This is an optimization exercise on Yosys and OpenROAD, whose aim is small area, a short achievable clock period and few clock cycles, not a production implementation.
Where RTL was checked, it was by simulation tests only, not by an equivalence proof against the original.
Power and IR drop assume default switching activity.

## v6
==> flow/design.v (excerpt) <==
module rms_level_meter_peak_hold #(
    parameter int MAX_FRAMES = rlm_pkg::RLM_MAX_FRAMES
) (
    input  logic                                i_clk,
    input  logic                                i_rst_n,
    input  logic                                i_in_valid,
    output logic                                o_in_ready,
    input  logic signed [rlm_pkg::SAMPLE_W-1:0] i_sample,
    input  logic                                i_last_sample,
    output logic                                o_out_valid,
    input  logic                                i_out_ready,
    output logic [rlm_pkg::LEVEL_W-1:0]         o_level,
    output logic [rlm_pkg::LEVEL_W-1:0]         o_peak_level
);
    localparam int SW = rlm_pkg::SUM_W;
    logic          r_rdy;      
    logic [7:0]    r_cnt;      
    logic [7:0]    r_ncap;     
    logic [14:0]   r_y;        
    logic          r_s;        
    logic          r_v;        
    logic          r_cl;       
    logic          r_done;     
    logic          r_xfer;     
    logic          r_zero;     
    logic [SW-1:0] r_as;
    logic [SW-1:0] r_ac;
    logic [6:0]    r_pk;
    wire       w_busy;
    wire       w_fin;
    wire       w_ov;
    wire [6:0] w_level;
    wire w_full    = ~r_cl & ((r_v & (r_cnt == 8'd254)) | (~r_v & (r_cnt == 8'd255)));
    wire w_take_in = i_in_valid & r_rdy & i_rst_n;
    wire w_close   = w_take_in & (i_last_sample | w_full);
    wire w_block   = r_cl | r_done | w_busy;
    wire w_unblock = r_xfer & ~r_cl;
    wire w_ncap_ld = (r_cl & r_rdy) | (w_unblock & ~r_rdy);
    wire w_busy_n  = r_xfer | (w_busy & ~(w_ov & i_out_ready));
    wire w_done_n  = r_cl | (r_done & ~r_xfer);
    always_ff @(posedge i_clk) begin
        if (!i_rst_n) begin
            r_rdy  <= 1'b1;
            r_cnt  <= 8'd0;
            r_v    <= 1'b0;
  ...
export LEC_CHECK = 0
export ABC_CLOCK_PERIOD_IN_PS = 3000
export CAP_MARGIN = 20
export CORE_MARGIN = 2
export CORE_UTILIZATION = 40
export CTS_BUF_LIST = sky130_fd_sc_hd__clkbuf_4 sky130_fd_sc_hd__clkbuf_8
export CTS_CLUSTER_SIZE = 24
export SLEW_MARGIN = 20
create_clock -name core_clock -period 10.0 [get_ports {i_clk}]
standard.sh (not shown) runs the stock make flow with config.mk's settings and CLKGATE_MAP_FILE= SYNTH_SCRIPT=/design/flow/synth_recipe.tcl, a recipe that flattens the netlist after the stock synthesis.
==> flow/flow/run.sh <==
#!/bin/bash
# The standard layout, with repair_timing aiming well past the 10 ns clock so that the
# resizer sizes gates and buffers for the period this design can reach. Constraints unchanged.
set -euo pipefail
MARGIN=$(cat flow/margin.txt)
bash standard.sh SETUP_SLACK_MARGIN=$MARGIN finish > standard_flow.log 2>&1
==> flow/flow/margin.txt <==
6.8
Edits applied to the flow inputs when going from v6 to v7:
# v6
export LEC_CHECK = 0
export ABC_CLOCK_PERIOD_IN_PS = 3000
export CAP_MARGIN = 20
export CORE_MARGIN = 2
export CORE_UTILIZATION = 40
export CTS_BUF_LIST = sky130_fd_sc_hd__clkbuf_4 sky130_fd_sc_hd__clkbuf_8
export CTS_CLUSTER_SIZE = 24
export SLEW_MARGIN = 20
create_clock -name core_clock -period 10.0 [get_ports {i_clk}]
# v7
export LEC_CHECK = 0
export ABC_CLOCK_PERIOD_IN_PS = 3000
export CAP_MARGIN = 20
export CORE_MARGIN = 2
export CORE_UTILIZATION = 40
export SLEW_MARGIN = 20
create_clock -name core_clock -period 10.0 [get_ports {i_clk}]
[summary]
Critical path endpoint = u_lvl.r_c[9]: v7; critical path endpoint = o_out_valid: v6. Min global-route usage over all layers across v6 and v7: v7. For non-clock inverter count in the final layout, v7 and v6 come out practically identical. Sort v6 and v7 by met1 usage in global routing, ascending, and v6 comes first. Compared with v6, v7 instantiates a smaller number of cells. Taking v6 as the reference point, the post-CTS setup buffer count of v7 falls by 2. For v7, the first element of the critical path was u_lvl.r_rc[0], unlike v6, where it was u_lvl.r_ov. Max total non-filler cell area in the finished layout across v6 and v7: v6. Leakage power figure shrinks slightly when moving from v6 to v7. Sequential share of layout area: v6 vs v7 — no meaningful difference. In the metrics for v6 and v7, the one carrying the lower number of nets in the layout is v7. Going from v6 to v7, the routed via count divided by cell count was found to have gone up by about 0.8%.
No functional check of the RTL was part of any run of this note.

== run A ==
rms_level_meter_peak_hold, a different RTL version from the one above (not shown whole).
Size in the first run: roughly 1300 cells after synthesis, about 220 flip-flops, about 13000 um^2 of cells after synthesis.
Settings: LEC_CHECK=0, ABC_CLOCK_PERIOD_IN_PS=3000, CAP_MARGIN=20, CORE_MARGIN=2, CORE_UTILIZATION=40, CTS_BUF_LIST=sky130_fd_sc_hd__clkbuf_16, CTS_CLUSTER_DIAMETER=100, CTS_CLUSTER_SIZE=30, SLEW_MARGIN=20, SYNTH_HIERARCHICAL=1; clock period 10.0 ns.
==> flow/flow/run.sh <==
#!/bin/bash
# The standard layout, with repair_timing aiming well past the 10 ns clock so that the
# resizer sizes gates and buffers for the period this design can reach, and a plain buffer
# (not a delay cell) on each port. Constraints unchanged.
set -euo pipefail
MARGIN=$(cat flow/margin.txt)
bash standard.sh SETUP_SLACK_MARGIN=$MARGIN "BUFFER_PORTS_ARGS=-buffer_cell sky130_fd_sc_hd__buf_2" finish > standard_flow.log 2>&1
==> flow/flow/margin.txt <==
7.05
Testbench counts of run A, summed over its fixed seeds: cycles 32,158.
The inputs of run B differ from those of run A as listed below.
==> flow/flow/margin.txt <==
7.0
--- a/flow/config.mk
+++ b/flow/config.mk
@@ -11,5 +11,5 @@
 export CORE_UTILIZATION = 40
-export CTS_BUF_LIST = sky130_fd_sc_hd__clkbuf_16
-export CTS_CLUSTER_DIAMETER = 100
-export CTS_CLUSTER_SIZE = 30
+export CTS_BUF_LIST = sky130_fd_sc_hd__clkbuf_8
+export CTS_CLUSTER_DIAMETER = 60
+export CTS_CLUSTER_SIZE = 16
 export SLEW_MARGIN = 20
==> comparison <==
- Run B: all stages complete, timing, DRC and antenna checks passed
- Against run A, total net switching power in run B rose slightly.
- Looking at clock-buffer cell count, run B sits above run A.
- Run B — total power divided by cell area 3.1% higher, run A as reference
- When run B is set beside run A, its relative contribution of combinational cells to total power turns out to be 1.7 points smaller.
- Count of placed standard cells in the final layout, fillers left out essentially unchanged between run B and run A.
- Run B: worst IR drop on VDD is 19% lower than what run A reported.
- The start point of the critical path comes out u_lvl.r_lvl[6] in one run and u_lvl.r_lvl[2] in the other, namely in run A and run B respectively.
- Diff run B and run A: minimum clock period lower in run A
- Run B vs. run A: layout buffer count excluding clock buffers moved down; routed wire length saw a decrease.
- Run B: worst setup slack lower than run A
diff inputs: run B => run C
==> flow/flow/margin.txt <==
6.85
--- a/flow/config.mk
+++ b/flow/config.mk
@@ -11,5 +11,5 @@
 export CORE_UTILIZATION = 40
-export CTS_BUF_LIST = sky130_fd_sc_hd__clkbuf_8
-export CTS_CLUSTER_DIAMETER = 60
-export CTS_CLUSTER_SIZE = 16
+export CTS_BUF_LIST = sky130_fd_sc_hd__clkbuf_16
+export CTS_CLUSTER_DIAMETER = 100
+export CTS_CLUSTER_SIZE = 30
 export SLEW_MARGIN = 20
==> comparison <==
Sort run C and run B by growth of design area from synthesis to finish, descending, and run B comes first. Diff run B -> run C: fmax held, power density over the cells went down 2.9%, sequential share of layout area went up 0.73 points. Run C ends up with lower worst setup slack than run B does. As far as number of inverters outside the clock class in the layout goes, run B and run C are indistinguishable; the numbers are identical. Number of fill cells in the layout: run C and run B compared, lower one is run B. Run B → run C: final non-filler cell area now smaller; via density per instance now smaller; final design utilization now smaller.
The following lists how run D was set up differently from run C:
==> flow/flow/margin.txt <==
6.9
--- a/flow/config.mk
+++ b/flow/config.mk
@@ -11,5 +11,5 @@
 export CORE_UTILIZATION = 40
-export CTS_BUF_LIST = sky130_fd_sc_hd__clkbuf_16
-export CTS_CLUSTER_DIAMETER = 100
-export CTS_CLUSTER_SIZE = 30
+export CTS_BUF_LIST = sky130_fd_sc_hd__clkbuf_8 sky130_fd_sc_hd__clkbuf_16
+export CTS_CLUSTER_DIAMETER = 80
+export CTS_CLUSTER_SIZE = 24
 export SLEW_MARGIN = 20
[summary]
Setup slack in run D is larger than in run C. Post-layout instance area for run D: about 1.7% up relative to run C. o_out_valid as the endpoint of the worst setup timing path was reported by run C, and o_peak_level[0] by run D. Cmp run D vs run C: routed length on met2 lower in run D. Run D: all stages complete, timing, DRC and antenna checks passed. Between run C and run D, the total wire length is higher for run D. As far as logic depth of the worst setup path including buffers goes, run D and run C are indistinguishable; the numbers are identical. Relative to run C, proportion of power drawn by the clock network has gone up in run D. Compared with run C, in run D utilization after layout increased by 0.76 points relative to the old numbers; period utilization closely matched the old numbers. Run C has a higher routing usage on met1 than run D.

re-timing with driven ports:
Ports are ideal in the flow. The routed layouts listed here were re-timed in OpenROAD.
Step 1 (the two cells are an assumption about what drives the block):
set clk [get_ports {i_clk}]
set_driving_cell -lib_cell sky130_fd_sc_hd__clkbuf_16 $clk
set_driving_cell -lib_cell sky130_fd_sc_hd__buf_2 [delete_from_list [all_inputs] $clk]
Step 2, shift: input delay + t, output delay - t, t = (earliest + latest rising clock arrival at the registers) / 2. This alone moves slack from input paths to output paths.
Three values: ideal, step 1, step 2; two values: the first two.
run | t (ns) | setup WS [ns] | worst slew at a driven data input, ns
v6 | 0.596 | 6.855 / 6.809 / 6.563 | 0.04
v7 | 0.581 | 6.822 / 6.788 / 6.563 | 0.04
run A | 0.526 | 7.010 / 6.964 / 6.526 | 0.03
run B | 0.577 | 6.948 / 6.901 / 6.553 | 0.03
run C | 0.527 | 6.943 / 6.894 / 6.486 | 0.03
run D | 0.547 | 6.956 / 6.906 / 6.575 | 0.03
After both steps every run listed still meets setup and hold. The setup slack of run A, which loses most, moves by -0.046 ns with the drivers and by -0.484 ns with both steps.
